Source: an optimization exercise on an open RTL-to-GDS flow (aim: small area). Production flows keep margins and buffers that such runs may drop. At most, simulation tests tie the RTL to the original design; equivalence was not proved. No functional check of the RTL was part of runs 1 and 2. No activity file was given, so power comes from the tool's default toggle rates.

<file path="flow/config.mk">
export PLATFORM = sky130hd
export DESIGN_NAME = timestamp_extract
export DESIGN_NICKNAME = timestamp_extract
export VERILOG_FILES = /design/flow/design.v
export SDC_FILE = /design/flow/constraint.sdc
export NUM_CORES = 4
export LEC_CHECK = 0
export CAP_MARGIN = 20
export CORE_MARGIN = 2
export CORE_UTILIZATION = 50
export SLEW_MARGIN = 20
export SYNTH_HIERARCHICAL = 1
export SYNTH_MINIMUM_KEEP_SIZE = 0
</file>
<file path="flow/constraint.sdc">
create_clock -name core_clock -period 6.0 [get_ports {axis_aclk}]
set_input_delay 1.2000 -clock core_clock [delete_from_list [all_inputs] [get_ports {axis_aclk}]]
set_output_delay 1.2000 -clock core_clock [all_outputs]
set_load 0.01 [all_outputs]
</file>
<file path="flow/design.v">
module te_aoi222 (
   input  logic a0, b0, a1, b1, a2, b2,
   output logic y
);
   assign y = ~((a0 & b0) | (a1 & b1) | (a2 & b2));
endmodule
module te_nand2 (
   input  logic a, b,
   output logic y
);
   assign y = ~(a & b);
endmodule
module te_and7 (
   input  logic [6:0] a,
   output logic       y
);
   assign y = &a;
endmodule
module te_rdbit (
   input  logic [15:0] mn,
   input  logic [15:0] sel,
   input  logic        v,
   output logic        y
);
   logic [5:0] g;
   for (genvar j = 0; j < 5; j++) begin : g_aoi
      te_aoi222 u_aoi (
         .a0(sel[3*j]),   .b0(mn[3*j]),
         .a1(sel[3*j+1]), .b1(mn[3*j+1]),
         .a2(sel[3*j+2]), .b2(mn[3*j+2]),
         .y (g[j])
      );
   end
   te_nand2 u_nand (.a(sel[15]), .b(mn[15]), .y(g[5]));
   te_and7 u_and (.a({v, g}), .y(y));
endmodule
module te_dec16 (
   input  logic        en,
   input  logic [3:0]  a,
   output logic [15:0] y
);
   always_comb begin
      for (int i = 0; i < 16; i++) begin
         y[i] = en && (a == 4'(i));
      end
   end
endmodule
module timestamp_extract #(
   parameter logic [11:0] SYNC_VLAN_ID = 12'h05A,
   parameter int          FIFO_DEPTH   = 16,
   parameter int          NUM_SLOTS    = 3
) (
   input  logic                        axis_aclk,
   input  logic                        axis_areset,
   input  logic                        i_axis_tvalid,
   input  logic [511:0]                i_axis_tdata,
   input  logic [63:0]                 i_axis_tkeep,
   input  logic                        i_axis_tlast,
   input  logic                        i_axis_tready,
   input  logic [63:0]                 i_curr_tick,
   output logic                        o_rec_valid,
   input  logic                        i_rec_ready,
   output logic [161:0]                o_rec_data,
   output logic                        o_rec_last,
   output logic [$clog2(FIFO_DEPTH):0] o_fifo_level,
   output logic                        o_sync_seen,
   output logic [31:0]                 o_rec_count,
   output logic [31:0]                 o_drop_count
);
   localparam int AW = 4;
   localparam int LW = 5;
   localparam int RW = 163;
   logic          state_mid;
   logic          beat_acc;
   logic          sync_beat;
   logic          busy;
   logic          capture;
   logic          drop_busy;
   logic [2:0]    occ_mask;
   logic [2:0]    pend_mask;
   logic [2:0]    rem_mask;
   logic [95:0]   slot_q [3];
   logic [95:0]   cur_slot_n;
   logic [1:0]    cur_idx;
   logic [63:0]   rx_tick_q;
   logic [RW-1:0] push_n;
   logic [RW-1:0] mem_n [16];
   logic [RW-1:0] rd_word;
   logic [15:0]   wr_sel;
   logic [15:0]   rd_sel;
   logic [AW-1:0] wr_ptr;
   logic [AW-1:0] rd_ptr;
   logic [LW-1:0] fifo_level;
   logic          full;
   logic          pop;
   logic          wr_en;
   logic          drop_full;
   logic          sel0, sel1, sel2;
   assign beat_acc  = i_axis_tvalid & i_axis_tready;
   assign sync_beat = beat_acc && !state_mid
                      && (i_axis_tdata[103:96] == 8'h81) && (i_axis_tdata[111:104] == 8'h00)
                      && ({i_axis_tdata[115:112], i_axis_tdata[127:120]} == SYNC_VLAN_ID);
   assign busy      = |pend_mask;
   assign capture   = sync_beat & ~busy;
   assign drop_busy = sync_beat & busy;
   always_comb begin
      for (int k = 0; k < 3; k++) begin
         occ_mask[k] = (i_axis_tdata[144+96*k +: 32] != 32'hDEADBEEF)
                       && (&i_axis_tkeep[18+12*k +: 12]);
      end
   end
   assign sel0 = pend_mask[0];
   assign sel1 = ~pend_mask[0] & pend_mask[1];
   assign sel2 = ~pend_mask[0] & ~pend_mask[1];
   for (genvar b = 0; b < 96; b++) begin : g_cur
      te_aoi222 u_cur (
         .a0(sel0), .b0(slot_q[0][b]),
         .a1(sel1), .b1(slot_q[1][b]),
         .a2(sel2), .b2(slot_q[2][b]),
         .y (cur_slot_n[b])
      );
   end
   assign cur_idx  = {sel2, sel1};
   assign rem_mask = {pend_mask[2] & ~sel2, pend_mask[1] & ~sel1, 1'b0};
   assign push_n   = {~cur_idx, cur_slot_n, ~rx_tick_q, (rem_mask != 3'b000)};
   assign full      = fifo_level[AW];
   assign pop       = o_rec_valid & i_rec_ready;
   assign wr_en     = busy & (~full | pop);
   assign drop_full = busy & full & ~pop;
   te_dec16 u_wdec (.en(wr_en), .a(wr_ptr), .y(wr_sel));
   te_dec16 u_rdec (.en(1'b1),  .a(rd_ptr), .y(rd_sel));
   for (genvar b = 0; b < RW; b++) begin : g_rd
      logic [15:0] col;
      for (genvar i = 0; i < 16; i++) begin : g_col
         assign col[i] = mem_n[i][b];
      end
      te_rdbit u_rd (.mn(col), .sel(rd_sel), .v(o_rec_valid), .y(rd_word[b]));
   end
   assign o_rec_valid  = (fifo_level != '0);
   assign o_rec_data   = rd_word[RW-1:1];
   assign o_rec_last   = rd_word[0];
   assign o_fifo_level = fifo_level;
   always_ff @(posedge axis_aclk) begin
      for (int i = 0; i < 16; i++) begin
         if (wr_sel[i]) begin
            mem_n[i] <= push_n;
         end
      end
   end
   always_ff @(posedge axis_aclk) begin
      if (capture) begin
         rx_tick_q <= i_curr_tick;
         for (int k = 0; k < 3; k++) begin
            slot_q[k] <= i_axis_tdata[144+96*k +: 96];
         end
      end
   end
   always_ff @(posedge axis_aclk or posedge axis_areset) begin
      if (axis_areset) begin
         state_mid    <= 1'b0;
         pend_mask    <= '0;
         o_sync_seen  <= 1'b0;
         wr_ptr       <= '0;
         rd_ptr       <= '0;
         fifo_level   <= '0;
         o_rec_count  <= '0;
         o_drop_count <= '0;
      end else begin
         if (beat_acc) begin
            state_mid <= ~i_axis_tlast;
         end
         o_sync_seen <= capture;
         if (capture) begin
            pend_mask <= occ_mask;
         end else if (busy) begin
            pend_mask <= rem_mask;
         end
         if (wr_en) begin
            wr_ptr <= wr_ptr + AW'(1);
         end
         if (pop) begin
            rd_ptr <= rd_ptr + AW'(1);
         end
         case ({wr_en, pop})
            2'b10:   fifo_level <= fifo_level + LW'(1);
            2'b01:   fifo_level <= fifo_level - LW'(1);
            default: fifo_level <= fifo_level;
         endcase
         if (wr_en && (o_rec_count != '1)) begin
            o_rec_count <= o_rec_count + 32'd1;
         end
         if (drop_busy | drop_full) begin
            if (o_drop_count[31:1] == '1) begin
               o_drop_count <= '1;
            end else begin
               o_drop_count <= o_drop_count + {30'd0, drop_busy & drop_full, drop_busy ^ drop_full};
            end
         end
      end
   end
endmodule
</file>
<file path="flow/flow/run.sh">
#!/bin/bash
# The standard layout, with single-drive port buffers and a clock tree of clkbuf_8
# clusters of up to 16 flops (no dummy loads). ORFS output goes to standard_flow.log here,
# and each step's full log to orfs/logs/.
set -euo pipefail
export BUFFER_PORTS_ARGS="-buffer_cell sky130_fd_sc_hd__buf_1"
export CTS_ARGS="-sink_clustering_enable -repair_clock_nets -dont_use_dummy_load -buf_list {sky130_fd_sc_hd__clkbuf_8} -sink_clustering_size 16 -sink_clustering_max_diameter 60"
bash standard.sh > standard_flow.log 2>&1
</file>
<file path="flow/standard.sh">
#!/bin/bash
# synth_recipe.tcl (not shown) runs the flow's synth.tcl, then flattens the netlist and writes it again
# the make line also repeats each setting of config.mk as NAME=value (left out here)
make -C /OpenROAD-flow-scripts/flow DESIGN_CONFIG=/design/flow/config.mk WORK_HOME=/design/flow/orfs CLKGATE_MAP_FILE= SYNTH_SCRIPT=/design/flow/synth_recipe.tcl "${@:-finish}"
</file>
==> reports/qor.yml, run 1 <==
vias: 60465
swShare_pct: 28.33
syn_avg_cell_area_um2: 20.79
outcome: "finished clean"
reg2reg_from: "state_mid"
ys_warn_count: 12
cp.required_ns: 4.80
syn_area_um2: 106200
grt_use_total_pct: 27.77
synth_top_area_share_pct: 83.70
placedCellCount: 8844
grt_setup_unrepaired: "no"
seq_power_share_pct: 58.3
first_iter_violations: 10236
overflow: 0
rows: 169
multiInputGateArea_um2: 15230
hpwl_mm: 161.3
arrival_ns: 4.47
yosysTopAreaCell: "edfxtp_1"
htreeDepth: 4
synth_seq_area_share_pct: 85.63
post_cts_resize_count: 0
hold_viol_final: 0
die_h_um: 464.9
start_util_pct: 50.17
worst_ir_drop_vdd_mv: 0.3012
drive_gt1_share_pct: 8.791
grt_antenna_before_repair: 32
grt_pass1_vias: 60016
synth_edf_count: 2960
core_area_um2: 211700
ios: 880
fin_tns_setup_ns: 0
fillers: 16098
die_w_um: 464.9
viasPerCell: 6.654
synthTopCellsByCount: "2960 x edfxtp_1, 911 x a222oi_1, 228 x nand2_1"
slew_headroom_pct: 26.06
power_density_nw_per_um2: 333.7
synth-seq-cells: 3042
finalWirelength_mm: 305.6
crit_fanout: 32
antenna_left: 0
cts_tree: "built"
syn_to_final_growth_pct: 11.59
layout.nets: 6906
worstRegToRegCells: 16
ctsLongestPathBuffers: 3
gp_congestion: 0.8650
fmax_mhz: 176.3
combPwrFrac_pct: 17.8
finalNonFillerCells: 9087
fin_crit_sh_pct: 94.52
regArea_um2: 90940
clock-sinks: 3042
netlist_instances: 5109
synthTopCellsByArea: "edfxtp_1 84%, a222oi_1 8.6%, dfrtp_1 1.9%, nand4_1 1.2%, nand3_1 0.90%"
portBuffers: 655
drv_slew: 0
critPathKind: "flip-flop to primary output"
maxCapViolCount: 0
setup_viol: 0
synth-async-reset-ratio_pct: 2.696
synth.distinct_cells: 54
cts-root-buf: "clkbuf_8"
grt_pass1_wl_mm: 430.5
synthFlopType: "edfxtp_1"
die_area_um2: 216100
reg2reg_slack_ns: 1.51
worstMarginPinSlew_ns: 1.109
grt_max_degree: 132
hp-class: "input pin to async pin"
drcViolationCount: 0
clkTransAtPathRegs_ns: 0.10
clk_latency_ns: 1.06
cp-endpoint: "o_rec_data[43]"
r2r-end: "o_drop_count[28]"
startpoint: "rd_ptr[1]"
drt_first_pass_iters: 9
clockPowerShare_pct: 23.9
internal_power_mw: 28.34
p_sw_mw: 11.20
holdBufCountCts: 0
min_period_ns: 5.671
synth_most_common_cell: "edfxtp_1"
leakagePower_nw: 36.29
worst_setup_path_end_kind: "primary output"
fin_skew_ns: 0.1358
wl_per_cell_um: 33.63
cp-start-kind: "flip-flop"
cts_buffers: 222
post-cts-setup-buffer-count: 0
==> cells by family after synthesis <==
family | synth area share [%]
adders and majority gates | 0.1767
AOI/OAI and AO/OA | 8.734
and+or+nand+nor | 4.485
other | 0.003531
DFF | 85.63
buffers and inverters | 0.3511
muxes | 0.06126
xor gates and xnor gates | 0.5608
==> cell usage in the layout, fill, tap and decap left out, drive strengths merged, types with 18 or more instances in the layout <==
| cell type | synthesis | layout |
|---|---|---|
| dfrtp | 82 | 82 |
| nor2 | 202 | 202 |
| nand2 | 229 | 229 |
| xor2 | 18 | 18 |
| nand4b | 20 | 20 |
| buf | 5 | 926 |
| nor4 | 20 | 20 |
| nor3 | 29 | 29 |
| a222oi | 911 | 911 |
| inv | 82 | 81 |
| clkbuf | 10 | 222 |
| xnor2 | 50 | 50 |
| edfxtp | 2960 | 2960 |
| nand3 | 190 | 190 |
| nand4 | 199 | 199 |
| diode | 0 | 21 |
==> Yosys stat by module (local to each module, per instance), a selection <==
module,times used,area [µm²],flip-flops and latches,cells inside
te_and7,163,15.01,0,3
timestamp_extract,1,93790,3042,3500
te_dec16,2,117.6,0,23
te_nand2,163,3.754,0,1
te_aoi222,911,10.01,0,1
==> layer usage <==
metal  routed length, µm  global-route usage [%]  vias to the layer above
met5                  26                       0                        -
met4                8490                   8.053                        4
met3               33410                   5.127                      455
met2              145500                   44.74                     3628
met1              118200                   38.98                    31354
li1                    -                       -                    25024
==> layout make-up <==
class	count	area share [%]
inverters	82	0.2692
multi-input cells	1973	12.85
well taps	2821	2.978
clock buffers	222	2.578
diodes	21	0.04434
flip-flops and latches	3042	76.74
repair buffers	926	4.537
==> worst min path at each step <==
| stage | startpoint | to | depth (start not counted) |
|---|---|---|---|
| floorplan | fifo_level[4] | fifo_level[4] | 1 |
| global placement | o_rec_count[31] | o_rec_count[31] | 1 |
| detailed placement | o_rec_count[31] | o_rec_count[31] | 1 |
| CTS | axis_areset | o_drop_count[22] | 2 |
| global route | axis_areset | o_drop_count[24] | 2 |
| finish | axis_areset | o_drop_count[24] | 2 |
==> power groups by stage <==
stage | sequential, mW | combinational (mW) | clock (mW)
after global placement | 23.5 | 7.05 | 0
final | 23.1 | 7.05 | 9.43
after detailed placement | 23.5 | 7.06 | 0
after CTS | 23.1 | 7.08 | 9.59
after floorplan | 23.5 | 3.50 | 0
after global routing | 23.1 | 7.46 | 10.3
==> worst max-delay path, stage by stage, from the launching register on <==
cell and delay, ns:
dfrtp_1 0.66, nand2b_1 0.35, nor2_4 0.81, buf_12 0.34, buf_4 0.59, a222oi_1 0.25
nand4_1 0.14, nor2_1 0.06, buf_1 0.23
==> registers in the layout (all words and copies together) (netlist names) <==
signal	cells
mem_n	2608
pend_mask	3
wr_ptr	4
rx_tick_q	64
o_sync_seen	1
rd_ptr	4
state_mid	1
o_drop_count	32
slot_q	288
o_rec_count	32
fifo_level	5
==> per-stage QoR <==
step	hold WS, ns	worst slack (ns)	power (mW)	util, %	instance area [µm²]
after global placement	0.4980	0.5782	30.59	54.51	115400
after floorplan	0.4970	-4.757	27.02	-	106500
after global routing	0.1367	0.2009	40.85	55.98	118500
final	0.1561	0.3291	39.54	55.99	118500
after CTS	0.08727	0.2665	39.73	55.96	118500
after detailed placement	0.4999	0.6192	30.60	54.52	115400
==> inputs of run 2 (changes only) <==
--- a/flow/config.mk
+++ b/flow/config.mk
@@ -8,5 +8,5 @@
 export CAP_MARGIN = 20
 export CORE_MARGIN = 2
-export CORE_UTILIZATION = 50
+export CORE_UTILIZATION = 65
 export SLEW_MARGIN = 20
 export SYNTH_HIERARCHICAL = 1
==> run 2 against run 1 <==
  * Synthesized cell count is the same
  * Count of clock-buffer cells in the layout shrank 11
  * Combinational power decreased by 3%
  * Wire length fell by 7.2%
  * Cell area decreased by 1.2%
  * Register-to-register slack better by 0.48 ns
  * Via count is 0.19% lower
  * Clock power fell by 3.9%
  * Critical path depth shrank 1
  * Total power down 1.4%
  * Global-route usage rose by 6.0 points
  * Critical path type unchanged
==> reports/qor.yml, run 2 <==
overflow: 0  # unchanged
p_sw_mw: 10.81  # was 11.20 mW
fin_skew_ns: 0.07657  # was 0.1358 ns
grt_pass1_wl_mm: 405.0  # was 430.5 mm
worstMarginPinSlew_ns: 1.169  # was 1.109 ns
synth_seq_area_share_pct: 85.63  # unchanged
first_iter_violations: 11564  # was 10236
grt_antenna_before_repair: 9  # was 32
syn_area_um2: 106200  # unchanged
fmax_mhz: 174.9  # was 176.3 MHz
fin_crit_sh_pct: 95.29  # was 94.52%
synthFlopType: "edfxtp_1"  # unchanged
drcViolationCount: 0  # unchanged
antenna_left: 0  # unchanged
cts_tree: "built"  # unchanged
finalPower_mw: 38.97  # was 39.54 mW
leakagePower_nw: 36.01  # was 36.29 nW
synthTopCellsByArea: "edfxtp_1 84%, a222oi_1 8.6%, dfrtp_1 1.9%, nand4_1 1.2%, nand3_1 0.90%"  # unchanged
min_period_ns: 5.717  # was 5.671 ns
viasPerCell: 7.201  # was 6.654
internal_power_mw: 28.16  # was 28.34 mW
grt_setup_unrepaired: "no"  # unchanged
synth-seq-cells: 3042  # unchanged
clkTransAtPathRegs_ns: 0.10  # about the same
clk_latency_ns: 1.01  # was 1.06 ns
drt_first_pass_iters: 7  # was 9
die_w_um: 408.2  # was 464.9 µm
crit_fanout: 46  # was 32
die_h_um: 408.2  # was 464.9 µm
cts_buffers: 211  # was 222
seq_power_share_pct: 59.2  # was 58.3%
synth-async-reset-ratio_pct: 2.696  # unchanged
clockPowerShare_pct: 23.2  # was 23.9%
ios: 880  # unchanged
setup_viol: 0  # unchanged
post-cts-setup-buffer-count: 0  # unchanged
placedCellCount: 8168  # was 8844
cp.required_ns: 4.80  # about the same
gp_congestion: 0.8095  # was 0.8650
drv_slew: 0  # unchanged
yosysTopAreaCell: "edfxtp_1"  # unchanged
synth_edf_count: 2960  # unchanged
final_common_cell: "edfxtp_1"  # unchanged
detailedPlace.worstSlack_ns: 1.060  # was 0.6192 ns
finalWorstSetupSlack_ns: 0.2825  # was 0.3291 ns
worst_setup_path_end_kind: "primary output"  # unchanged
arrival_ns: 4.52  # was 4.47 ns
ys_warn_count: 12  # unchanged
power_density_nw_per_um2: 333.0  # was 333.7 nW/µm²
finalNonFillerCells: 8381  # was 9087
die_area_um2: 166600  # was 216100 µm²
netlist_instances: 5109  # unchanged
slew_headroom_pct: 21.88  # was 26.06%
rows: 148  # was 169
top_register: "mem_n"  # unchanged
final_cell_mix: "2960 x edfxtp_1, 911 x a222oi_1, 655 x buf_1, 227 x nand2_1, 211 x clkbuf_8"  # was 2960 x edfxtp_1, 911 x a222oi_1, 655 x buf_1, 227 x nand2_1, 222 x clkbuf_8
start_util_pct: 65.32  # was 50.17%
grt_max_degree: 133  # was 132
grt_use_total_pct: 33.77  # was 27.77%
htreeDepth: 4  # unchanged
wl_per_cell_um: 33.85  # was 33.63 µm
outcome: "finished clean"  # unchanged
portBuffers: 655  # unchanged
drive_gt1_share_pct: 8.237  # was 8.791%
holdBufCountCts: 0  # unchanged
maxCapViolCount: 0  # unchanged
synth_most_common_cell: "edfxtp_1"  # unchanged
cp-start-kind: "flip-flop"  # unchanged
synth.distinct_cells: 54  # unchanged
worst_ir_drop_vdd_mv: 0.3063  # was 0.3012 mV
cts-root-buf: "clkbuf_8"  # unchanged
critPathKind: "flip-flop to primary output"  # unchanged
swShare_pct: 27.75  # was 28.33%
grt_pass1_vias: 59863  # was 60016
layout.nets: 6865  # was 6906
finalWirelength_mm: 283.7  # was 305.6 mm
biggestRegsByFlops: "mem_n x2608, slot_q x288, rx_tick_q x64"  # unchanged
hold_viol_final: 0  # unchanged
synth_top_area_share_pct: 83.70  # unchanged
largest_reg_flops: 2608  # unchanged
vias: 60348  # was 60465
synthTopCellsByCount: "2960 x edfxtp_1, 911 x a222oi_1, 228 x nand2_1"  # unchanged
syn_to_final_growth_pct: 10.21  # was 11.59%
fin_tns_setup_ns: 0  # unchanged
hpwl_mm: 149.0  # was 161.3 mm
hp-class: "input pin to async pin"  # unchanged
ctsLongestPathBuffers: 3  # unchanged
core_area_um2: 162600  # was 211700 µm²
clock-sinks: 3042  # unchanged
combPwrFrac_pct: 17.6  # was 17.8%
syn_avg_cell_area_um2: 20.79  # unchanged
post_cts_resize_count: 0  # unchanged
## run 2: cell types whose count changed in the layout (fill, tap and decap cells not counted), sizes merged
cell and change:
diode -19, buf -30, clkbuf -11
## run 2: per-layer routing
layer,vias to the layer above,GRT usage [%],part of all wire [%]
li1,24925,-,-
met1,30785,47.64,36
met2,4161,54.72,48
met3,473,6.712,12
met4,4,9.651,3.1
met5,-,0,0.0081
## run 2: path summary, 6_finish.rpt
kind                                    from                to  slack [ns]  depth (start not counted)
hold reg to reg              o_rec_count[19]   o_rec_count[19]        0.51                          1
min in group core_clock    i_axis_tdata[198]     slot_q[0][54]        0.37                          1
max in group asynchronous        axis_areset   o_rec_count[21]        4.51                          3
hold / removal                   axis_areset  o_drop_count[30]        0.36                          2
setup reg to reg                   state_mid  o_drop_count[28]        1.99                         13
setup / recovery                   rd_ptr[1]    o_rec_data[89]        0.28                          7
## run 2: worst max-delay path, stage by stage (launching register included)
cell,delay [ns]
dfrtp_1,0.69
nand2b_1,0.35
nor2_4,0.94
buf_4,0.80
a222oi_1,0.21
nand3_1,0.15
nor2_1,0.15
buf_1,0.18
## run 2: logic make-up after synthesis
group	synth area share (%)
xor gates and xnor gates	0.5608
AOI/OAI and AO/OA	8.734
buffers and inverters	0.3511
other	0.003531
adders and majority gates	0.1767
and+or+nand+nor	4.485
DFF	85.63
muxes	0.06126
## run 2: final cells by class
class / count / area (µm²)
timing repair buffer: 896 / 4893
multi-input combinational: 1973 / 15260
clock buffer: 211 / 2904
sequential: 3042 / 90940
antenna: 2 / 5.005
inverter: 82 / 319.1
fill: 10068 / 45540
tap: 2175 / 2721
## run 2: stage by stage
| stage | hold slack [ns] | cell area (µm²) | utilization, % |
|---|---|---|---|
| 6_report | 0.3554 | 117000 | 71.99 |
| 5_1_grt | 0.3171 | 117000 | 71.99 |
| 4_1_cts | 0.2818 | 117000 | 71.98 |
| 3_5_place_dp | 0.4854 | 114100 | 70.19 |
| 3_3_place_gp | 0.4827 | 114100 | 70.19 |
| 2_1_floorplan | 0.4970 | 106500 | - |
## run 2: power by group through the flow
stage | clock network [mW] | registers [mW] | logic, mW
after global placement | 0 | 23.5 | 6.79
after global routing | 9.84 | 23.1 | 7.23
after CTS | 9.16 | 23.1 | 6.85
after floorplan | 0 | 23.5 | 3.50
after detailed placement | 0 | 23.5 | 6.83
final | 9.06 | 23.1 | 6.86
## run 2: Yosys stat by module (local to each module, per instance), excerpt
| module | flops+latches | cell area (µm²) | cells inside |
|---|---|---|---|
| te_nand2 | 0 | 3.754 | 1 |
| te_aoi222 | 0 | 10.01 | 1 |
| te_and7 | 0 | 15.01 | 3 |
| te_dec16 | 0 | 117.6 | 23 |
| timestamp_extract | 3042 | 93790 | 3500 |
==> inputs of run 3 (changes only) <==
--- a/flow/design.v
+++ b/flow/design.v
@@ -149,7 +149,8 @@
    end
    always_ff @(posedge axis_aclk) begin
+      slot_q[0] <= i_axis_tdata[144 +: 96];
       if (capture) begin
          rx_tick_q <= i_curr_tick;
-         for (int k = 0; k < 3; k++) begin
+         for (int k = 1; k < 3; k++) begin
             slot_q[k] <= i_axis_tdata[144+96*k +: 96];
          end
==> run 3 against run 2 <==
  * Clock power barely moved
  * Worst setup slack improved by 0.17 ns
  * Die area fell by 0.90%
  * Total power barely moved
  * Flip-flop and latch count did not move
  * Largest cell class unchanged
==> reports/qor.yml, run 3 <==
outcome: "finished clean"  # unchanged
worst_setup_path_end_kind: "primary output"  # unchanged
grt_use_total_pct: 34.76  # was 33.77%
ctsLongestPathBuffers: 3  # unchanged
cp.required_ns: 4.80  # about the same
reg2reg_from: "state_mid"  # unchanged
syn_avg_cell_area_um2: 20.60  # was 20.79 µm²
final_cell_mix: "2864 x edfxtp_1, 911 x a222oi_1, 655 x buf_1, 227 x nand2_1, 210 x clkbuf_8"  # was 2960 x edfxtp_1, 911 x a222oi_1, 655 x buf_1, 227 x nand2_1, 211 x clkbuf_8
hpwl_mm: 153.3  # was 149.0 mm
fillers: 9992  # was 10068
rows: 147  # was 148
fmax_mhz: 180.1  # was 174.9 MHz
drcViolationCount: 0  # unchanged
crit_fanout: 39  # was 46
critPathKind: "flip-flop to primary output"  # unchanged
worst_ir_drop_vdd_mv: 0.2893  # was 0.3063 mV
critPathBufInv: 2  # unchanged
antenna_left: 0  # unchanged
drive_gt1_share_pct: 8.293  # was 8.237%
synthFlopType: "edfxtp_1"  # unchanged
power_density_nw_per_um2: 335.0  # was 333.0 nW/µm²
drt_first_pass_iters: 13  # was 7
first_iter_violations: 11553  # was 11564
crit_family: "simple AND/OR/NAND/NOR gates"  # unchanged
wl_per_cell_um: 34.42  # was 33.85 µm
htreeDepth: 4  # unchanged
dpl_cell_area_um2: 113400  # was 114100 µm²
synth-async-reset-ratio_pct: 2.696  # unchanged
final_cell_area_um2: 116400  # was 117000 µm²
synth-seq-cells: 3042  # unchanged
fin_tns_setup_ns: 0  # unchanged
crit_slowest_cell: "nor2_4"  # unchanged
synth_seq_area_share_pct: 85.50  # was 85.63%
syn_area_um2: 105200  # was 106200 µm²
synth_most_common_cell: "edfxtp_1"  # unchanged
gp_congestion: 0.8400  # was 0.8095
cts_buffers: 210  # was 211
synthTopCellsByArea: "edfxtp_1 82%, a222oi_1 8.7%, dfrtp_1 1.9%, dfxtp_1 1.8%, nand4_1 1.2%"  # was edfxtp_1 84%, a222oi_1 8.6%, dfrtp_1 1.9%, nand4_1 1.2%, nand3_1 0.90%
cp-start-kind: "flip-flop"  # unchanged
clk_latency_ns: 0.99  # was 1.01 ns
cts-root-buf: "clkbuf_8"  # unchanged
arrival_ns: 4.35  # was 4.52 ns
fin_crit_sh_pct: 92.53  # was 95.29%
biggestRegsByFlops: "mem_n x2608, slot_q x288, rx_tick_q x64"  # unchanged
grt_antenna_before_repair: 20  # was 9
grt_pass1_wl_mm: 405.8  # was 405.0 mm
layout.nets: 6871  # was 6865
ys_warn_count: 12  # unchanged
yosysTopAreaCell: "edfxtp_1"  # unchanged
setup_viol: 0  # unchanged
post_cts_resize_count: 0  # unchanged
synth_top_area_share_pct: 81.72  # was 83.70%
syn_to_final_growth_pct: 10.57  # was 10.21%
vias: 60517  # was 60348
startpoint: "rd_ptr[0]"  # was rd_ptr[1]
fin_skew_ns: 0.07800  # was 0.07657 ns
holdBufCountCts: 0  # unchanged
leakagePower_nw: 36.04  # was 36.01 nW
hold_viol_final: 0  # unchanged
netlist_instances: 5109  # unchanged
worstMarginPinSlew_ns: 1.160  # was 1.169 ns
post-cts-setup-buffer-count: 0  # unchanged
ios: 880  # unchanged
wl_met3_mm: 36.65  # was 35.25 mm
die_area_um2: 165100  # was 166600 µm²
overflow: 0  # unchanged
crit_chain: "nand2_1, nor2_4, buf_4, a222oi_1, nand3_1, nor2_1, buf_1"  # was nand2b_1, nor2_4, buf_4, a222oi_1, nand3_1, nor2_1, buf_1
drv_slew: 0  # unchanged
cts_tree: "built"  # unchanged
regArea_um2: 89980  # was 90940 µm²
wl_met2_mm: 138.7  # was 136.3 mm
core_area_um2: 160800  # was 162600 µm²
grt_max_degree: 119  # was 133
synth_edf_count: 2864  # was 2960
fin_util_pct: 72.39  # was 71.99%
clkTransAtPathRegs_ns: 0.09  # was 0.10 ns
top_layer_used: "met5"  # unchanged
finalWirelength_mm: 288.5  # was 283.7 mm
maxCapViolCount: 0  # unchanged
final_common_cell: "edfxtp_1"  # unchanged
die_h_um: 406.4  # was 408.2 µm
critPathMaxStageDelay_ns: 0.85  # was 0.94 ns
finalPower_mw: 38.98  # was 38.97 mW
grt_setup_unrepaired: "no"  # unchanged
top_register: "mem_n"  # unchanged
synth.distinct_cells: 55  # was 54
hp-start: "i_axis_tdata[208]"
portBuffers: 655  # unchanged
routedLengthMet1_mm: 103.3  # was 103.4 mm
grt_pass1_vias: 58911  # was 59863
clock-sinks: 3042  # unchanged
hp-class: "input pin to flip-flop"  # was input pin to async pin
viasPerCell: 7.221  # was 7.201
largest_reg_flops: 2608  # unchanged
die_w_um: 406.4  # was 408.2 µm
min_period_ns: 5.552  # was 5.717 ns
start_util_pct: 65.47  # was 65.32%
multiInputGateArea_um2: 15230  # was 15260 µm²
slew_headroom_pct: 21.95  # was 21.88%
synthTopCellsByCount: "2864 x edfxtp_1, 911 x a222oi_1, 228 x nand2_1"  # was 2960 x edfxtp_1, 911 x a222oi_1, 228 x nand2_1
-- run 3: cell count changes in the layout (fill, tap and decap cells not counted), moves of 3 or more --
| cell | change |
|---|---|
| buf_12 | +17 |
| buf_4 | -13 |
| edfxtp_1 | -96 |
| nor4_1 | +3 |
| diode_2 | +9 |
| dfxtp_1 | +96 |
-- run 3: layout make-up --
cell class	count	area share (%)
diodes	11	0.02366
clock buffers	210	2.484
inverters	82	0.2742
multi-input cells	1973	13.09
flip-flops and latches	3042	77.33
well taps	2160	2.323
repair buffers	903	4.474
-- run 3: per-layer routing --
metal  vias up  GRT usage [%]
li1      24845              -
met1     30936          48.48
met2      4247          55.66
met3       475          7.298
met4        14          11.67
met5         -              0
-- run 3: power by group --
part	internal [mW]	switching, mW	total [mW]
clock network	3.12	5.91	9.03
registers	22.9	0.0821	23.0
logic	2.09	4.86	6.94
-- run 3: final timing paths --
kind                       slack, ns  cells past startpoint          endpoint
min reg2reg                     0.52                      1   o_rec_count[31]
max reg2reg                     1.53                     13  o_drop_count[28]
max in group asynchronous       4.62                      3   o_drop_count[5]
min                             0.29                      1     slot_q[0][64]
min in group asynchronous       0.36                      2   o_rec_count[13]
max                             0.45                      7   o_rec_data[157]
-- run 3: cell families after synthesis --
group / share of synthesized area (%)
buf+inv: 0.3543
other cells: 0.003563
mux: 0.06182
flops: 85.50
fa+ha+maj: 0.1783
compound gates: 8.813
xor+xnor: 0.5659
simple gates: 4.526
-- run 3: modules after synthesis (local to each module, per instance), a selection --
module             copies in the design  cells inside  area (µm²)
te_nand2                            163             1       3.754
timestamp_extract                     1          3500       92830
te_dec16                              2            23       117.6
te_aoi222                           911             1       10.01
te_and7                             163             3       15.01
-- run 3: stage by stage --
stage	instances	hold WS [ns]	setup WS [ns]
2_1_floorplan	5112	0.4970	-2.363
3_3_place_gp	8157	0.5060	0.6788
3_5_place_dp	8160	0.5088	0.5711
4_1_cts	8370	0.1829	0.4593
5_1_grt	8379	0.2355	0.3249
6_report	8381	0.2940	0.4485
==> inputs of run 4 (changes only) <==
--- a/flow/config.mk
+++ b/flow/config.mk
@@ -6,8 +6,8 @@
 export NUM_CORES = 4
 export LEC_CHECK = 0
-export CAP_MARGIN = 20
+export CAP_MARGIN = 5
 export CORE_MARGIN = 2
-export CORE_UTILIZATION = 65
-export SLEW_MARGIN = 20
+export CORE_UTILIZATION = 75
+export SLEW_MARGIN = 5
 export SYNTH_HIERARCHICAL = 1
 export SYNTH_MINIMUM_KEEP_SIZE = 0
==> run 4 against run 3 <==
  * Sequential power about the same
  * Die area decreased by 13%
  * Largest power group unchanged
  * Wire length decreased by 2.8%
  * Global-route usage increased by 4.6 points
  * Combinational power increased by 1%
  * Cell area decreased by 0.45%
  * Highest routed layer unchanged
  * Clock power decreased by 1%
  * Maximum frequency decreased by 3.1%
  * Critical path depth increased by 1
  * Still clean
  * Flip-flop and latch count unchanged
  * Worst setup slack got worse by 0.18 ns
==> reports/qor.yml, run 4 <==
worstMarginPinSlew_ns: 1.334  # was 1.160 ns
grt_pass1_vias: 61250  # was 58911
syn_avg_cell_area_um2: 20.60  # unchanged
die_area_um2: 143300  # was 165100 µm²
cp-endpoint: "o_rec_data[131]"  # was o_rec_data[157]
crit_path_frequent_cell: "buf_4"
grt_use_total_pct: 39.31  # was 34.76%
antenna_left: 0  # unchanged
grt_antenna_before_repair: 16  # was 20
leakagePower_nw: 35.96  # was 36.04 nW
wl_per_cell_um: 34.68  # was 34.42 µm
vias: 61321  # was 60517
clk_latency_ns: 0.98  # was 0.99 ns
holdBufCountCts: 0  # unchanged
fin_crit_sh_pct: 95.51  # was 92.53%
post_cts_resize_count: 0  # unchanged
p_sw_mw: 10.84  # was 10.85 mW
synth_edf_count: 2864  # unchanged
slew_headroom_pct: 10.78  # was 21.95%
overflow: 0  # unchanged
hpwl_mm: 150.1  # was 153.3 mm
synth.distinct_cells: 55  # unchanged
syn_area_um2: 105200  # unchanged
cts_buffers: 209  # was 210
netlist_instances: 5109  # unchanged
cp.depth: 8  # was 7
internal_power_mw: 28.11  # was 28.12 mW
crit_family: "buffers and inverters"  # was simple AND/OR/NAND/NOR gates
detailedPlace.worstSlack_ns: 0.7835  # was 0.5711 ns
worstRegToRegCells: 13  # unchanged
synth_top_area_share_pct: 81.72  # unchanged
grt_pass1_wl_mm: 398.0  # was 405.8 mm
critPathMaxStageDelay_ns: 0.83  # was 0.85 ns
viasPerCell: 7.582  # was 7.221
yosysTopAreaCell: "edfxtp_1"  # unchanged
grt_max_degree: 123  # was 119
start_util_pct: 75.52  # was 65.47%
combPwrFrac_pct: 18.0  # was 17.8%
clock-sinks: 3042  # unchanged
final_common_cell: "edfxtp_1"  # unchanged
synth_seq_area_share_pct: 85.50  # unchanged
layout.nets: 6861  # was 6871
clkTransAtPathRegs_ns: 0.10  # was 0.09 ns
worst_ir_drop_vdd_mv: 0.3518  # was 0.2893 mV
cp-start-kind: "flip-flop"  # unchanged
synthTopCellsByCount: "2864 x edfxtp_1, 911 x a222oi_1, 228 x nand2_1"  # unchanged
crit_fanout: 57  # was 39
die_h_um: 378.6  # was 406.4 µm
post-cts-setup-buffer-count: 0  # unchanged
finalWorstSetupSlack_ns: 0.2694  # was 0.4485 ns
rows: 137  # was 147
synthTopCellsByArea: "edfxtp_1 82%, a222oi_1 8.7%, dfrtp_1 1.9%, dfxtp_1 1.8%, nand4_1 1.2%"  # unchanged
gp_congestion: 0.8459  # was 0.8400
htreeDepth: 4  # unchanged
outcome: "finished clean"  # unchanged
min_period_ns: 5.731  # was 5.552 ns
grt_setup_unrepaired: "no"  # unchanged
first_iter_violations: 12152  # was 11553
reg2reg_from: "state_mid"  # unchanged
top_register: "mem_n"  # unchanged
critPathKind: "flip-flop to primary output"  # unchanged
largest_reg_flops: 2608  # unchanged
cts_tree: "built"  # unchanged
r2r-end: "o_drop_count[28]"  # unchanged
ys_warn_count: 12  # unchanged
fillers: 6550  # was 9992
synth_most_common_cell: "edfxtp_1"  # unchanged
arrival_ns: 4.53  # was 4.35 ns
core_area_um2: 139400  # was 160800 µm²
clockPowerShare_pct: 22.9  # was 23.2%
ctsLongestPathBuffers: 3  # unchanged
synth-async-reset-ratio_pct: 2.696  # unchanged
die_w_um: 378.6  # was 406.4 µm
final_cell_mix: "2864 x edfxtp_1, 911 x a222oi_1, 655 x buf_1, 227 x nand2_1, 209 x clkbuf_8"  # was 2864 x edfxtp_1, 911 x a222oi_1, 655 x buf_1, 227 x nand2_1, 210 x clkbuf_8
critPathBufInv: 3  # was 2
portBuffers: 655  # unchanged
synthFlopType: "edfxtp_1"  # unchanged
finalWirelength_mm: 280.5  # was 288.5 mm
ios: 880  # unchanged
drt_first_pass_iters: 13  # unchanged
fin_util_pct: 83.12  # was 72.39%
crit_slowest_cell: "buf_4"  # was nor2_4
biggestRegsByFlops: "mem_n x2608, slot_q x288, rx_tick_q x64"  # unchanged
drcViolationCount: 0  # unchanged
cts-root-buf: "clkbuf_8"  # unchanged
cp.required_ns: 4.80  # about the same
reg2reg_slack_ns: 1.67  # was 1.53 ns
setup_viol: 0  # unchanged
crit_chain: "nand2b_1, nor2_4, buf_4, buf_4, a222oi_1, nand4_1, nor2_1, buf_1"  # was nand2_1, nor2_4, buf_4, a222oi_1, nand3_1, nor2_1, buf_1
drv_slew: 0  # unchanged
startpoint: "rd_ptr[1]"  # was rd_ptr[0]
hold_viol_final: 0  # unchanged
syn_to_final_growth_pct: 10.07  # was 10.57%
synth-seq-cells: 3042  # unchanged
fmax_mhz: 174.5  # was 180.1 MHz
power_density_nw_per_um2: 336.2  # was 335.0 nW/µm²
seq_power_share_pct: 59.1  # was 59.0%
fin_skew_ns: 0.07210  # was 0.07800 ns
maxCapViolCount: 0  # unchanged
swShare_pct: 27.82  # was 27.84%
drive_gt1_share_pct: 8.129  # was 8.293%
hp-class: "input pin to flip-flop"  # unchanged
worst_setup_path_end_kind: "primary output"  # unchanged
run 4: cell types whose count changed in the layout (fill, tap and decap cells not counted):
cell      before  now
buf_4        178  175
buf_8          1    0
diode_2       11   12
clkbuf_8     210  209
buf_16         2    0
or3_1          2    3
or3_2          1    0
buf_12        67   64
run 4: cells by family (layout without fill, tap and decap cells):
logic type / after synthesis / count (layout) / synth area share (%)
DFF: 3042 / 3042 / 85.50
AOI/OAI and AO/OA: 935 / 935 / 8.813
xor gates and xnor gates: 68 / 68 / 0.5659
adders and majority gates: 14 / 14 / 0.1783
and+or+nand+nor: 946 / 946 / 4.526
other: 1 / 16 / 0.003563
buffers and inverters: 97 / 1185 / 0.3543
muxes: 6 / 6 / 0.06182
run 4: worst min-delay path by stage:
stage,start,to,depth (start not counted)
after CTS,i_axis_tdata[223],slot_q[0][79],1
after global routing,i_axis_tdata[203],slot_q[0][59],1
after detailed placement,o_rec_count[30],o_rec_count[30],1
after floorplan,fifo_level[4],fifo_level[4],1
final,i_axis_tdata[187],slot_q[0][43],1
after global placement,o_rec_count[4],o_rec_count[4],1
run 4: stage by stage:
stage / std cells / cell area [µm²] / power [mW] / hold WS (ns) / setup TNS (ns)
after floorplan: 5112 / 105500 / 26.97 / 0.4970 / -791.86
after global placement: 7867 / 112900 / 30.26 / 0.5006 / 0
after detailed placement: 7867 / 112900 / 30.36 / 0.5067 / 0
after CTS: 8076 / 115800 / 38.82 / 0.2260 / 0
after global routing: 8081 / 115800 / 39.91 / 0.2652 / 0
final: 8088 / 115800 / 38.94 / 0.3050 / 0
run 4: cell type report:
class / count / area, µm² / share of cell area [%]
antenna: 12 / 30.03 / 0.02592
clock buffer: 209 / 2877 / 2.483
inverter: 82 / 319.1 / 0.2754
multi-input combinational: 1973 / 15230 / 13.15
sequential: 3042 / 89980 / 77.68
tap: 1876 / 2347 / 2.026
timing repair buffer: 894 / 5054 / 4.363
run 4: per-module statistics from Yosys (local to each module, per instance), a selection:
module             copies in the design  cells inside  flip-flops and latches  area, µm²
timestamp_extract                     1          3500                    3042      92830
te_dec16                              2            23                       0      117.6
te_and7                             163             3                       0      15.01
te_aoi222                           911             1                       0      10.01
te_nand2                            163             1                       0      3.754
run 4: power by group through the flow:
stage | Sequential [mW] | Combinational, mW | Clock [mW]
global placement | 23.5 | 6.78 | 0
floorplan | 23.5 | 3.50 | 0
CTS | 23.0 | 6.90 | 8.92
global route | 23.0 | 7.32 | 9.57
detailed placement | 23.5 | 6.87 | 0
finish | 23.0 | 7.03 | 8.92
run 4: per-layer routing:
layer | track usage [%] | vias up | part of all wire (%)
met5 | 0 | - | 0.040
met4 | 17.95 | 16 | 4.8
met3 | 10.22 | 772 | 15
met2 | 62.43 | 5537 | 48
met1 | 52.21 | 30161 | 32
li1 | - | 24835 | -
==> inputs of run 5 (changes only) <==
--- a/flow/design.v
+++ b/flow/design.v
@@ -10,4 +10,10 @@
 );
    assign y = ~(a & b);
+endmodule
+module te_o21a (
+   input  logic a1, a2, b,
+   output logic y
+);
+   assign y = (a1 | a2) & b;
 endmodule
 module te_and7 (
@@ -80,5 +86,5 @@
    logic [2:0]    pend_mask;
    logic [2:0]    rem_mask;
-   logic [95:0]   slot_q [3];
+   logic [95:0]   slot_q [3];    
    logic [95:0]   cur_slot_n;
    logic [1:0]    cur_idx;
@@ -113,11 +119,31 @@
    assign sel1 = ~pend_mask[0] & pend_mask[1];
    assign sel2 = ~pend_mask[0] & ~pend_mask[1];
-   for (genvar b = 0; b < 96; b++) begin : g_cur
-      te_aoi222 u_cur (
-         .a0(sel0), .b0(slot_q[0][b]),
-         .a1(sel1), .b1(slot_q[1][b]),
-         .a2(sel2), .b2(slot_q[2][b]),
-         .y (cur_slot_n[b])
+   logic f0, f1, f2, s1, s2;
+   assign f0 = ~busy & occ_mask[0];
+   assign f1 = ~busy & ~occ_mask[0] & occ_mask[1];
+   assign f2 = ~busy & ~occ_mask[0] & ~occ_mask[1];
+   assign s1 = ~busy & occ_mask[0] & occ_mask[1];
+   assign s2 = ~busy & ~(occ_mask[0] & occ_mask[1]);
+   for (genvar b = 0; b < 96; b++) begin : g_stage
+      logic first_n, rec1_d, rec2_d;
+      te_aoi222 u_first (
+         .a0(f0), .b0(i_axis_tdata[144+b]),
+         .a1(f1), .b1(i_axis_tdata[240+b]),
+         .a2(f2), .b2(i_axis_tdata[336+b]),
+         .y (first_n)
       );
+      te_o21a u_rec1 (.a1(~busy), .a2(slot_q[1][b]), .b(first_n), .y(rec1_d));
+      te_aoi222 u_rec2 (
+         .a0(busy), .b0(slot_q[2][b]),
+         .a1(s1),   .b1(i_axis_tdata[240+b]),
+         .a2(s2),   .b2(i_axis_tdata[336+b]),
+         .y (rec2_d)
+      );
+      always_ff @(posedge axis_aclk) begin
+         slot_q[0][b] <= rec1_d;
+         slot_q[1][b] <= rec2_d;
+         slot_q[2][b] <= i_axis_tdata[336+b];
+      end
+      assign cur_slot_n[b] = slot_q[0][b];
    end
    assign cur_idx  = {sel2, sel1};
@@ -149,10 +175,6 @@
    end
    always_ff @(posedge axis_aclk) begin
-      slot_q[0] <= i_axis_tdata[144 +: 96];
       if (capture) begin
          rx_tick_q <= i_curr_tick;
-         for (int k = 1; k < 3; k++) begin
-            slot_q[k] <= i_axis_tdata[144+96*k +: 96];
-         end
       end
    end
==> run 5 against run 4 <==
  * Clock skew fell by 0.014 ns
  * Critical path depth did not move
  * Hold slack improved by 0.0056 ns
  * Synthesized cell count rose by 3.3%
  * Clock power barely moved
  * Utilization fell by 0.80 points
  * Count of clock-buffer cells in the layout did not move
  * Sequential power barely moved
  * Highest routed layer unchanged
==> reports/qor.yml, run 5 <==
outcome: "finished clean"  # unchanged
fin_util_pct: 82.32  # was 83.12%
final_cell_mix: "2672 x edfxtp_1, 1007 x a222oi_1, 655 x buf_1, 288 x dfxtp_1, 220 x nand2_1"  # was 2864 x edfxtp_1, 911 x a222oi_1, 655 x buf_1, 227 x nand2_1, 209 x clkbuf_8
hold_viol_final: 0  # unchanged
synth.distinct_cells: 54  # was 55
synthTopCellsByArea: "edfxtp_1 76%, a222oi_1 9.6%, dfxtp_1 5.5%, dfrtp_1 2.0%, nand4_1 1.2%"  # was edfxtp_1 82%, a222oi_1 8.7%, dfrtp_1 1.9%, dfxtp_1 1.8%, nand4_1 1.2%
htreeDepth: 4  # unchanged
finalNonFillerCells: 8140  # was 8088
maxCapViolCount: 0  # unchanged
fin_tns_setup_ns: 0  # unchanged
crit_slowest_cell: "dfrtp_1"  # was buf_4
grt_max_degree: 105  # was 123
synth-seq-cells: 3042  # unchanged
synth-async-reset-ratio_pct: 2.696  # unchanged
start_util_pct: 75.37  # was 75.52%
whs_ns: 0.3106  # was 0.3050 ns
setup_viol: 0  # unchanged
grt_antenna_before_repair: 10  # was 16
hpwl_mm: 146.3  # was 150.1 mm
vias: 62949  # was 61321
reg2reg_slack_ns: 2.27  # was 1.67 ns
fmax_mhz: 179.4  # was 174.5 MHz
hp-class: "input pin to async pin"  # was input pin to flip-flop
largest_reg_flops: 2608  # unchanged
clk_latency_ns: 0.97  # was 0.98 ns
fin_crit_sh_pct: 92.92  # was 95.51%
arrival_ns: 4.38  # was 4.53 ns
first_iter_violations: 13220  # was 12152
r2r-end: "o_drop_count[26]"  # was o_drop_count[28]
grt_use_total_pct: 39.43  # was 39.31%
yosysTopAreaCell: "edfxtp_1"  # unchanged
ys_warn_count: 12  # unchanged
overflow: 0  # unchanged
clkTransAtPathRegs_ns: 0.11  # was 0.10 ns
worst_setup_path_end_kind: "primary output"  # unchanged
grt_pass1_wl_mm: 401.5  # was 398.0 mm
synthFlopType: "edfxtp_1"  # unchanged
syn_to_final_growth_pct: 9.233  # was 10.07%
fillers: 6778  # was 6550
portBuffers: 655  # unchanged
ios: 880  # unchanged
drt_first_pass_iters: 13  # unchanged
syn_avg_cell_area_um2: 19.88  # was 20.60 µm²
clock-sinks: 3042  # unchanged
critPathKind: "flip-flop to primary output"  # unchanged
finalWirelength_mm: 283.4  # was 280.5 mm
power_density_nw_per_um2: 282.5  # was 336.2 nW/µm²
crit_family: "simple AND/OR/NAND/NOR gates"  # was buffers and inverters
cts_tree: "built"  # unchanged
rows: 137  # unchanged
critPathBufInv: 3  # unchanged
antenna_left: 0  # unchanged
synth_seq_area_share_pct: 83.94  # was 85.50%
cp-start-kind: "flip-flop"  # unchanged
cts-root-buf: "clkbuf_8"  # unchanged
cts_buffers: 209  # unchanged
die_area_um2: 142900  # was 143300 µm²
syn_area_um2: 104900  # was 105200 µm²
multiInputGateArea_um2: 16870  # was 15230 µm²
placedCellCount: 7923  # was 7867
regArea_um2: 88050  # was 89980 µm²
crit_path_frequent_cell: "buf_4"  # unchanged
die_w_um: 378.0  # was 378.6 µm
detailedPlace.worstSlack_ns: 1.136  # was 0.7835 ns
worstMarginPinSlew_ns: 1.236  # was 1.334 ns
cp.depth: 8  # unchanged
finalWorstSetupSlack_ns: 0.4246  # was 0.2694 ns
layout.nets: 6917  # was 6861
core_area_um2: 139200  # was 139400 µm²
post-cts-setup-buffer-count: 0  # unchanged
crit_chain: "nand2b_1, nor2_4, buf_4, buf_4, a222oi_1, nand4_1, nor2_1, buf_1"  # unchanged
crit_fanout: 42  # was 57
fin_skew_ns: 0.05853  # was 0.07210 ns
dpl_cell_area_um2: 111700  # was 112900 µm²
final_common_cell: "edfxtp_1"  # unchanged
die_h_um: 378.0  # was 378.6 µm
synth_edf_count: 2672  # was 2864
grt_setup_unrepaired: "no"  # unchanged
synth_most_common_cell: "edfxtp_1"  # unchanged
post_cts_resize_count: 0  # unchanged
viasPerCell: 7.733  # was 7.582
drv_slew: 0  # unchanged
drive_gt1_share_pct: 6.314  # was 8.129%
leakagePower_nw: 34.96  # was 35.96 nW
slew_headroom_pct: 17.57  # was 10.78%
critPathMaxStageDelay_ns: 0.73  # was 0.83 ns
grt_pass1_vias: 61688  # was 61250
gp_congestion: 0.9276  # was 0.8459
top_register: "mem_n"  # unchanged
cp.required_ns: 4.80  # about the same
netlist_instances: 5276  # was 5109
drcViolationCount: 0  # unchanged
biggestRegsByFlops: "mem_n x2608, slot_q x288, rx_tick_q x64"  # unchanged
finalPower_mw: 32.37  # was 38.94 mW
reg2reg_from: "pend_mask[0]"  # was state_mid
final_cell_area_um2: 114600  # was 115800 µm²
worst_ir_drop_vdd_mv: 0.2201  # was 0.3518 mV
holdBufCountCts: 0  # unchanged
synth_top_area_share_pct: 76.49  # was 81.72%
ctsLongestPathBuffers: 3  # unchanged
worstRegToRegCells: 14  # was 13
synthTopCellsByCount: "2672 x edfxtp_1, 1007 x a222oi_1, 288 x dfxtp_1"  # was 2864 x edfxtp_1, 911 x a222oi_1, 228 x nand2_1
wl_per_cell_um: 34.82  # was 34.68 µm
min_period_ns: 5.575  # was 5.731 ns
==> run 5: changes by cell type after synthesis, moves of 18 or more <==
| cell | previous run | this run |
|---|---|---|
| dfxtp_1 | 96 | 288 |
| edfxtp_1 | 2864 | 2672 |
| a222oi_1 | 911 | 1007 |
| o21a_1 | 1 | 96 |
| xnor2_1 | 50 | 32 |
| xor2_1 | 18 | 36 |
==> run 5: cell families after synthesis <==
kind of cell    Yosys count  synth area share, %
mux                       6              0.06321
xor+xnor                 68               0.5677
flops                  3042                83.94
buf+inv                  86               0.3280
compound gates         1129                10.46
fa+ha+maj                14               0.1789
simple gates            930                4.461
other cells               1             0.003575
==> run 5: layout make-up <==
cell class | count | area share, %
inverters | 77 | 0.2555
diodes | 8 | 0.01747
multi-input cells | 2151 | 14.72
repair buffers | 777 | 3.600
flip-flops and latches | 3042 | 76.85
clock buffers | 209 | 2.510
well taps | 1876 | 2.048
==> run 5: worst max path at each step <==
stage / from / end
global placement: i_axis_tdata[126] / o_drop_count[26]
detailed placement: i_axis_tdata[152] / slot_q[0][43]
global route: rd_ptr[0] / o_rec_data[139]
CTS: rd_ptr[0] / o_rec_data[138]
finish: rd_ptr[0] / o_rec_data[161]
floorplan: pend_mask[2] / slot_q[0][0]
==> run 5: Yosys stat by module, one instance, submodules excluded, excerpt <==
module / cells inside / area [µm²] / flops+latches
te_and7: 3 / 15.01 / 0
timestamp_extract: 3475 / 90810 / 3042
te_o21a: 1 / 7.507 / 0
te_dec16: 23 / 117.6 / 0
te_aoi222: 1 / 10.01 / 0
te_nand2: 1 / 3.754 / 0
==> run 5: metal layers <==
layer | vias up | global-route usage (%) | share of wire [%]
met5 | - | 0 | 0.0046
met4 | 2 | 17.46 | 4.9
met3 | 804 | 9.451 | 16
met2 | 5957 | 62.10 | 47
met1 | 30777 | 53.64 | 32
li1 | 25409 | - | -
==> run 5: power by group <==
| part | internal [mW] | switching, mW | total [mW] |
|---|---|---|---|
| clock | 3.11 | 5.80 | 8.90 |
| combinational | 0.165 | 0.197 | 0.361 |
| sequential | 22.9 | 0.164 | 23.1 |
| total | 26.2 | 6.16 | 32.4 |
==> inputs of run 6 (changes only) <==
--- a/flow/config.mk
+++ b/flow/config.mk
@@ -8,5 +8,5 @@
 export CAP_MARGIN = 5
 export CORE_MARGIN = 2
-export CORE_UTILIZATION = 75
+export CORE_UTILIZATION = 80
 export SLEW_MARGIN = 5
 export SYNTH_HIERARCHICAL = 1
==> run 6 against run 5 <==
  * Flip-flop and latch count unchanged
  * Hold slack better by 0.015 ns
  * Cell area about the same
  * Critical path depth fell by 1
  * Critical endpoint is now o_rec_data[71]
  * Largest cell class unchanged
==> reports/qor.yml, run 6 <==
outcome: "finished clean"  # unchanged
cp.required_ns: 4.80  # about the same
synth-async-reset-ratio_pct: 2.696  # unchanged
clock-sinks: 3042  # unchanged
hp-class: "input pin to async pin"  # unchanged
yosysTopAreaCell: "edfxtp_1"  # unchanged
met1_usage_pct: 56.54  # was 53.64%
rows: 132  # was 137
syn_area_um2: 104900  # unchanged
biggestRegsByFlops: "mem_n x2608, slot_q x288, rx_tick_q x64"  # unchanged
synth_top_family_by_area: "compound AO/OA/AOI/OAI gates"  # unchanged
synthSimpleGateAreaFrac_pct: 4.461  # unchanged
synthMuxAreaShare_pct: 0.06322  # unchanged
reg2reg_from: "pend_mask[0]"  # unchanged
synth-seq-cells: 3042  # unchanged
leakagePower_nw: 35.04  # was 34.96 nW
finalWirelength_mm: 288.2  # was 283.4 mm
hold_viol_final: 0  # unchanged
ios: 880  # unchanged
worstRegToRegCells: 7  # was 14
setup_viol: 0  # unchanged
die_w_um: 366.1  # was 378.0 µm
grt_setup_unrepaired: "no"  # unchanged
htreeDepth: 4  # unchanged
start_util_pct: 80.81  # was 75.37%
crit_fanout: 138  # was 42
maxCapViolCount: 0  # unchanged
final_cell_mix: "2672 x edfxtp_1, 1007 x a222oi_1, 655 x buf_1, 288 x dfxtp_1, 220 x nand2_1"  # unchanged
syn_to_final_growth_pct: 9.209  # was 9.233%
grt_pass1_wl_mm: 414.2  # was 401.5 mm
final_cell_area_um2: 114600  # about the same
arrival_ns: 4.60  # was 4.38 ns
synth.distinct_cells: 54  # unchanged
ctsLongestPathBuffers: 3  # unchanged
hpwl_mm: 151.7  # was 146.3 mm
fin_util_pct: 88.25  # was 82.32%
top_register: "mem_n"  # unchanged
grt_antenna_before_repair: 12  # was 10
grt_most_used_layer: "met2"  # unchanged
drcViolationCount: 0  # unchanged
gr-usage-met3_pct: 10.27  # was 9.451%
drive_gt1_share_pct: 6.475  # was 6.314%
multiInputGateArea_um2: 16850  # was 16870 µm²
clkTransAtPathRegs_ns: 0.10  # was 0.11 ns
cts-root-buf: "clkbuf_8"  # unchanged
fin_tns_setup_ns: 0  # unchanged
synth_seq_area_share_pct: 83.94  # unchanged
drv_slew: 0  # unchanged
cts_tree: "built"  # unchanged
largest_reg_flops: 2608  # unchanged
power_density_nw_per_um2: 282.5  # about the same
netlist_instances: 5276  # unchanged
cp-start-kind: "flip-flop"  # unchanged
gp_congestion: 0.9599  # was 0.9276
regArea_um2: 88050  # unchanged
dpl_cell_area_um2: 111700  # about the same
synth-compound-area-share_pct: 10.46  # unchanged
overflow: 0  # unchanged
final_common_cell: "edfxtp_1"  # unchanged
syn_avg_cell_area_um2: 19.88  # unchanged
ys_warn_count: 12  # unchanged
synth_most_common_cell: "edfxtp_1"  # unchanged
layout.nets: 6931  # was 6917
grt_pass1_vias: 64317  # was 61688
post-cts-setup-buffer-count: 0  # unchanged
grt_util_met2_pct: 68.02  # was 62.10%
core_area_um2: 129800  # was 139200 µm²
holdBufCountCts: 0  # unchanged
synth_top_area_share_pct: 76.49  # unchanged
synthFlopType: "edfxtp_1"  # unchanged
synth_fa_ha_area_share_pct: 0.1789  # unchanged
worstMarginPinSlew_ns: 1.188  # was 1.236 ns
die_area_um2: 134000  # was 142900 µm²
grt_max_degree: 139  # was 105
fin_skew_ns: 0.05230  # was 0.05853 ns
die_h_um: 366.1  # was 378.0 µm
antenna_left: 0  # unchanged
cts_buffers: 208  # was 209
worst_setup_path_end_kind: "primary output"  # unchanged
wl_per_cell_um: 35.91  # was 34.82 µm
synthTopCellsByArea: "edfxtp_1 76%, a222oi_1 9.6%, dfxtp_1 5.5%, dfrtp_1 2.0%, nand4_1 1.2%"  # unchanged
critPathKind: "flip-flop to primary output"  # unchanged
vias: 64277  # was 62949
portBuffers: 655  # unchanged
synthXorXnorAreaFrac_pct: 0.5677  # unchanged
min_period_ns: 5.803  # was 5.575 ns
synthTopCellsByCount: "2672 x edfxtp_1, 1007 x a222oi_1, 288 x dfxtp_1"  # unchanged
fillers: 5037  # was 6778
worst_ir_drop_vdd_mv: 0.3102  # was 0.2201 mV
synth_edf_count: 2672  # unchanged
reg2reg_slack_ns: 1.58  # was 2.27 ns
slew_headroom_pct: 20.78  # was 17.57%
r2r-end: "mem_n[7][144]"  # was o_drop_count[26]
fin_crit_sh_pct: 96.72  # was 92.92%
clk_latency_ns: 0.98  # was 0.97 ns
drt_first_pass_iters: 14  # was 13
grt_use_total_pct: 42.96  # was 39.43%
post_cts_resize_count: 0  # unchanged
fmax_mhz: 172.3  # was 179.4 MHz
first_iter_violations: 14579  # was 13220
viasPerCell: 8.010  # was 7.733
run 6: cell counts after synthesis:
Identical to the previous run, type by type.
run 6: how the worst max path moves through the flow:
stage	start	slack [ns]	endpoint
global route	rd_ptr[1]	0.13	o_rec_data[71]
CTS	rd_ptr[1]	0.28	o_rec_data[71]
detailed placement	i_axis_tdata[98]	0.74	o_drop_count[26]
finish	rd_ptr[1]	0.20	o_rec_data[71]
global placement	i_axis_tdata[98]	0.79	o_drop_count[26]
floorplan	pend_mask[2]	-3.83	slot_q[0][0]
run 6: cell families (layout without fill, tap and decap cells):
family / after synthesis / in the layout
flops: 3042 / 3042
compound gates: 1129 / 1129
simple gates: 930 / 930
buf+inv: 86 / 1077
xor+xnor: 68 / 68
fa+ha+maj: 14 / 14
mux: 6 / 6
other cells: 1 / 17
run 6: worst max-delay path: stages (launching register included):
cell and delay, ns:
dfrtp_1 0.68, nand2b_1 0.36, nor2_4 0.88, buf_12 0.73, a222oi_1 0.32, nand4_1 0.23
nor2_1 0.16, buf_1 0.18
run 6: area by class of cell:
| type | count | share of cell area (%) |
|---|---|---|
| multi-input combinational | 2151 | 14.71 |
| timing repair buffer | 792 | 3.743 |
| sequential | 3042 | 76.86 |
| tap | 1742 | 1.903 |
| inverter | 77 | 0.2556 |
| clock buffer | 208 | 2.499 |
| antenna | 13 | 0.02840 |
run 6: layer usage:
| layer | vias to the layer above | wire [µm] |
|---|---|---|
| li1 | 25429 | - |
| met1 | 30726 | 85150 |
| met2 | 6992 | 136400 |
| met3 | 1128 | 48790 |
| met4 | 2 | 17830 |
| met5 | - | 7 |
run 6: report_power, final:
part	switching (mW)	leakage, nW	internal, mW
clock	5.79	1.50	3.10
sequential	0.165	27.6	22.9
combinational	0.208	5.97	0.165
run 6: per-module statistics from Yosys, one instance, submodules excluded, a selection:
| module | area (µm²) | cells |
|---|---|---|
| te_dec16 | 117.6 | 23 |
| te_o21a | 7.507 | 1 |
| te_nand2 | 3.754 | 1 |
| te_and7 | 15.01 | 3 |
| te_aoi222 | 10.01 | 1 |
| timestamp_extract | 90810 | 3475 |
run 6: per-stage QoR:
step	setup slack, ns	hold slack [ns]	cells	total power, mW
finish	0.1970	0.3257	8025	32.36
CTS	0.2780	0.2681	8012	32.32
detailed placement	0.7423	0.4228	7804	23.94
floorplan	-3.828	0.4153	5279	23.67
global placement	0.7908	0.4215	7804	23.90
global route	0.1335	0.3126	8022	33.03
==> inputs of run 7 (changes only) <==
--- a/flow/config.mk
+++ b/flow/config.mk
@@ -6,8 +6,8 @@
 export NUM_CORES = 4
 export LEC_CHECK = 0
-export CAP_MARGIN = 5
+export CAP_MARGIN = 0
 export CORE_MARGIN = 2
-export CORE_UTILIZATION = 80
-export SLEW_MARGIN = 5
+export CORE_UTILIZATION = 75
+export SLEW_MARGIN = 0
 export SYNTH_HIERARCHICAL = 1
 export SYNTH_MINIMUM_KEEP_SIZE = 0
==> run 7 against run 6 <==
  * Still clean
  * Worst setup slack gained 0.23 ns
  * Count of clock-buffer cells in the layout rose by 1
  * Total power is essentially flat
  * Area after synthesis is the same
  * Via count shrank 2.1%
  * Hold slack worse by 0.015 ns
  * Flip-flop and latch count stayed put
  * Non-clock buffer count down 15
==> reports/qor.yml, run 7 <==
final_cell_mix: "2672 x edfxtp_1, 1007 x a222oi_1, 655 x buf_1, 288 x dfxtp_1, 220 x nand2_1"  # unchanged
swShare_pct: 19.02  # was 19.04%
finalWirelength_mm: 283.4  # was 288.2 mm
grt_use_total_pct: 39.43  # was 42.96%
clkTransAtPathRegs_ns: 0.11  # was 0.10 ns
yosysTopAreaCell: "edfxtp_1"  # unchanged
cts_buffers: 209  # was 208
syn_area_um2: 104900  # unchanged
fin_skew_ns: 0.05853  # was 0.05230 ns
hpwl_mm: 146.3  # was 151.7 mm
arrival_ns: 4.38  # was 4.60 ns
detailedPlace.worstSlack_ns: 1.136  # was 0.7423 ns
drv_slew: 0  # unchanged
core_area_um2: 139200  # was 129800 µm²
leakagePower_nw: 34.96  # was 35.04 nW
critPathMaxStageDelay_ns: 0.73  # was 0.88 ns
drcViolationCount: 0  # unchanged
netlist_instances: 5276  # unchanged
synthFlopType: "edfxtp_1"  # unchanged
htreeDepth: 4  # unchanged
rows: 137  # was 132
antenna_left: 0  # unchanged
combPwrFrac_pct: 1.1  # was 1.2%
multiInputGateArea_um2: 16870  # was 16850 µm²
crit_slowest_cell: "dfrtp_1"  # was nor2_4
cts_tree: "built"  # unchanged
grt_setup_unrepaired: "no"  # unchanged
synth_most_common_cell: "edfxtp_1"  # unchanged
seq_power_share_pct: 71.4  # about the same
grt_pass1_vias: 61688  # was 64317
syn_avg_cell_area_um2: 19.88  # unchanged
worstMarginPinSlew_ns: 1.236  # was 1.188 ns
vias: 62949  # was 64277
die_area_um2: 142900  # was 134000 µm²
finalWorstSetupSlack_ns: 0.4246  # was 0.1970 ns
fin_tns_setup_ns: 0  # unchanged
crit_chain: "nand2b_1, nor2_4, buf_4, buf_4, a222oi_1, nand4_1, nor2_1, buf_1"  # was nand2b_1, nor2_4, buf_12, a222oi_1, nand4_1, nor2_1, buf_1
cp-start-kind: "flip-flop"  # unchanged
die_w_um: 378.0  # was 366.1 µm
drt_first_pass_iters: 13  # was 14
grt_antenna_before_repair: 10  # was 12
whs_ns: 0.3106  # was 0.3257 ns
layout.nets: 6917  # was 6931
worst_setup_path_end_kind: "primary output"  # unchanged
die_h_um: 378.0  # was 366.1 µm
cp.required_ns: 4.80  # about the same
fillers: 6778  # was 5037
synth.distinct_cells: 54  # unchanged
overflow: 0  # unchanged
syn_to_final_growth_pct: 9.233  # was 9.209%
hold_viol_final: 0  # unchanged
top_register: "mem_n"  # unchanged
synth-async-reset-ratio_pct: 2.696  # unchanged
post_cts_resize_count: 0  # unchanged
crit_fanout: 42  # was 138
synth_top_area_share_pct: 76.49  # unchanged
synth_seq_area_share_pct: 83.94  # unchanged
hp-class: "input pin to async pin"  # unchanged
synthTopCellsByCount: "2672 x edfxtp_1, 1007 x a222oi_1, 288 x dfxtp_1"  # unchanged
wl_per_cell_um: 34.82  # was 35.91 µm
ys_warn_count: 12  # unchanged
first_iter_violations: 13220  # was 14579
outcome: "finished clean"  # unchanged
synthTopCellsByArea: "edfxtp_1 76%, a222oi_1 9.6%, dfxtp_1 5.5%, dfrtp_1 2.0%, nand4_1 1.2%"  # unchanged
clock-sinks: 3042  # unchanged
reg2reg_slack_ns: 2.27  # was 1.58 ns
clockPowerShare_pct: 27.5  # about the same
power_density_nw_per_um2: 282.5  # about the same
critPathKind: "flip-flop to primary output"  # unchanged
cts-root-buf: "clkbuf_8"  # unchanged
drive_gt1_share_pct: 6.314  # was 6.475%
-- run 7: cell count changes in the layout (fill, tap and decap cells not counted), sizes merged --
cell | before | now
clkbuf | 208 | 209
buf | 792 | 777
diode | 13 | 8
-- run 7: area by class of cell --
cell class | count | area share (%)
timing repair buffer | 777 | 3.600
clock buffer | 209 | 2.510
tap | 1876 | 2.048
inverter | 77 | 0.2555
antenna | 8 | 0.01747
multi-input combinational | 2151 | 14.72
sequential | 3042 | 76.85
-- run 7: through the flow --
step                      cells  power, mW  utilization (%)  area [µm²]
after floorplan            5279      23.67                -      105100
after global placement     7923      23.90            80.24      111700
after detailed placement   7923      23.93            80.24      111700
after CTS                  8132      32.39            82.31      114600
after global routing       8140      33.07            82.32      114600
final                      8140      32.37            82.32      114600
-- run 7: path summary, 6_finish.rpt --
check / startpoint / end
setup / recovery: rd_ptr[0] / o_rec_data[161]
hold / removal: axis_areset / o_rec_count[17]
setup reg to reg: pend_mask[0] / o_drop_count[26]
hold reg to reg: slot_q[1][22] / slot_q[0][22]
max in group asynchronous: axis_areset / wr_ptr[1]
min in group core_clock: i_axis_tdata[406] / slot_q[2][70]
-- run 7: power groups by stage --
stage	logic [mW]	registers (mW)	clock network (mW)
after floorplan	0.154	23.5	0
after global placement	0.339	23.6	0
after detailed placement	0.351	23.6	0
after CTS	0.353	23.1	8.94
after global routing	0.386	23.1	9.55
final	0.361	23.1	8.90
-- run 7: routing by layer --
metal	global-route usage [%]	part of all wire, %	vias to the layer above
met2	62.10	47	5957
li1	-	-	25409
met5	0	0.0046	-
met3	9.451	16	804
met1	53.64	32	30777
met4	17.46	4.9	2
-- run 7: kinds of logic (layout without fill, tap and decap cells) --
logic type | after synthesis | count (layout) | share of synthesized area, %
DFF | 3042 | 3042 | 83.94
AOI/OAI and AO/OA | 1129 | 1129 | 10.46
and+or+nand+nor | 930 | 930 | 4.461
buffers and inverters | 86 | 1063 | 0.3280
xor gates and xnor gates | 68 | 68 | 0.5677
adders and majority gates | 14 | 14 | 0.1789
muxes | 6 | 6 | 0.06321
other | 1 | 12 | 0.003575
-- run 7: worst max-delay path, delay by kind of cell (launching register included) --
| kind | cells | cell delay, ns |
|---|---|---|
| AOI/OAI and AO/OA | 1 | 0.40 |
| buffers and inverters | 3 | 0.97 |
| DFF | 1 | 0.73 |
| and+or+nand+nor | 4 | 1.24 |
-- run 7: per-module statistics from Yosys (local to each module, per instance), excerpt --
module | area, µm² | flops+latches
te_and7 | 15.01 | 0
te_aoi222 | 10.01 | 0
te_dec16 | 117.6 | 0
te_nand2 | 3.754 | 0
te_o21a | 7.507 | 0
timestamp_extract | 90810 | 3042

Check on run 7: ideal ports give 0.425 ns setup slack; a clkbuf_16 on the clock port and buf_2 on the inputs give 0.333 ns; moving port delays by the midpoint clock arrival (1.028 ns) as well gives 0.981 ns.
